Background: an optimization exercise with open tools, aiming at small area. Do not read the settings as production practice.
In this exercise RTL edits were held to simulation tests only and were not proved equivalent to the original.

## before
## game2048Top
module game2048Top (
    input  logic                   Clk,
    input  logic                   Reset,
    input  logic [3:0]             keys,
    input  logic [19:0]            pos,
    input  logic                   bright,
    output logic [7:0]             state,
    output logic [12-1:0] rgb,
    output logic [12-1:0] background
);
Size in the first run: ~100 flip-flops, about 59 I/O pins.
==> flow/config.mk <==
export PLATFORM = sky130hd
export DESIGN_NAME = game2048Top
export DESIGN_NICKNAME = game2048Top
export VERILOG_FILES = /design/flow/design.v
export SDC_FILE = /design/flow/constraint.sdc
export NUM_CORES = 4
export LEC_CHECK = 0
export ABC_AREA = 1
export CAP_MARGIN = 5
export CORE_MARGIN = 2
export CORE_UTILIZATION = 50
export GPL_TIMING_DRIVEN = 0
export SLEW_MARGIN = 5
==> flow/constraint.sdc <==
create_clock -name core_clock -period 40.0 [get_ports {Clk}]
set_input_delay 8.0000 -clock core_clock [delete_from_list [all_inputs] [get_ports {Clk}]]
set_output_delay 8.0000 -clock core_clock [all_outputs]
set_load 0.01 [all_outputs]
standard.sh (not shown) runs the stock make flow with config.mk's settings and CLKGATE_MAP_FILE= SYNTH_SCRIPT=/design/flow/synth_recipe.tcl, a recipe that flattens the netlist after the stock synthesis.
==> flow/flow/run.sh <==
#!/bin/bash
# Layout flow: the standard layout (standard.sh) with these changes:
#  - synthesis: the technology mapping step (Yosys's abc call in ORFS's synth.tcl) runs the
#    area-only ABC script flow/area.abc instead of ORFS's delay-driven one; every other
#    synthesis step, registers included, is unchanged;
#  - port buffers are sky130_fd_sc_hd__buf_1 (every input and output port still gets one);
#  - clock tree synthesis inserts no dummy loads.
set -euo pipefail
W=$(pwd)

# ORFS's synth.tcl with the one abc call changed to use flow/area.abc
sed 's|log_cmd abc {\*}$abc_args|log_cmd abc -script '"$W"'/flow/area.abc {*}[lrange $abc_args 2 end]|' \
    "$FLOW_HOME/scripts/synth.tcl" > "$W/area_synth.tcl"
grep -q "flow/area.abc" "$W/area_synth.tcl"

# The standard flow's synthesis script, sourcing that copy
sed 's|source $::env(SCRIPTS_DIR)/synth.tcl|source '"$W"'/area_synth.tcl|' \
    "$W/synth_recipe.tcl" > "$W/area_synth_recipe.tcl"
grep -q "area_synth.tcl" "$W/area_synth_recipe.tcl"

# standard.sh with that synthesis script
sed 's|SYNTH_SCRIPT=[^ ]*|SYNTH_SCRIPT='"$W"'/area_synth_recipe.tcl|' \
    "$W/standard.sh" > "$W/area_standard.sh"
grep -q "area_synth_recipe.tcl" "$W/area_standard.sh"

export BUFFER_PORTS_ARGS="-buffer_cell sky130_fd_sc_hd__buf_1"
export CTS_ARGS="-sink_clustering_enable -repair_clock_nets -dont_use_dummy_load"

bash "$W/area_standard.sh" "$@" > "$W/flow_make.log" 2>&1
==> flow/flow/area.abc <==
strash
dch -f
amap
topo
The following lists how after was set up differently from before:
# before
export LEC_CHECK = 0
export ABC_AREA = 1
export CAP_MARGIN = 5
export CORE_MARGIN = 2
export CORE_UTILIZATION = 50
export GPL_TIMING_DRIVEN = 0
export SLEW_MARGIN = 5
create_clock -name core_clock -period 40.0 [get_ports {Clk}]
# after
export LEC_CHECK = 0
export ABC_AREA = 1
export CAP_MARGIN = 20
export CORE_MARGIN = 2
export CORE_UTILIZATION = 70
export SLEW_MARGIN = 20
create_clock -name core_clock -period 40.0 [get_ports {Clk}]
==> flow/run.sh (new file) <==
#!/bin/bash
# synth_recipe.tcl (not shown) runs the flow's synth.tcl, then flattens the netlist and writes it again
# the make line also repeats each setting of config.mk as NAME=value (left out here)
make -C /OpenROAD-flow-scripts/flow DESIGN_CONFIG=/design/flow/config.mk WORK_HOME=/design/flow/orfs CLKGATE_MAP_FILE= SYNTH_SCRIPT=/design/flow/synth_recipe.tcl finish
removed: flow/flow/run.sh
removed: flow/flow/area.abc
removed: flow/standard.sh
[compare] base=before new=after: part of the cycle the worst path needs now sits lower; slew of the pin with the lowest slew margin went down; final critical delay including setup and external delays decreased by 1240 ps relative to the old numbers. A main combinational cell family by area after synthesis of simple AND/OR/NAND/NOR gates is what after shows, while compound AO/OA/AOI/OAI gates belongs to before.

[re-timing with driven ports]
Ports are ideal in the flow. The routed layouts listed here were re-timed in OpenROAD. Step 1, drivers: a clkbuf_16 drives Clk and a buf_2 each remaining input, both assumed. Step 2 adds t to the input delays and takes it off the output delays; t is the mean of the earliest and latest rising clock arrival at the registers after step 1. Input paths then give back, and output paths get back, about the clock's delay inside the block. Slacks: ideal / step 1 / step 2; pairs: ideal / step 1.
run | shift t [ns] | setup slack, ns | worst register clock-pin slew, ns
before | 0.399 | 17.901 / 17.881 / 17.881 | 0.08 / 0.08
after | 0.395 | 19.142 / 19.107 / 19.107 | 0.08 / 0.08
After both steps every run listed still meets setup and hold. The setup slack of after, which loses most, moves by -0.035 ns with the drivers and by -0.035 ns with both steps.
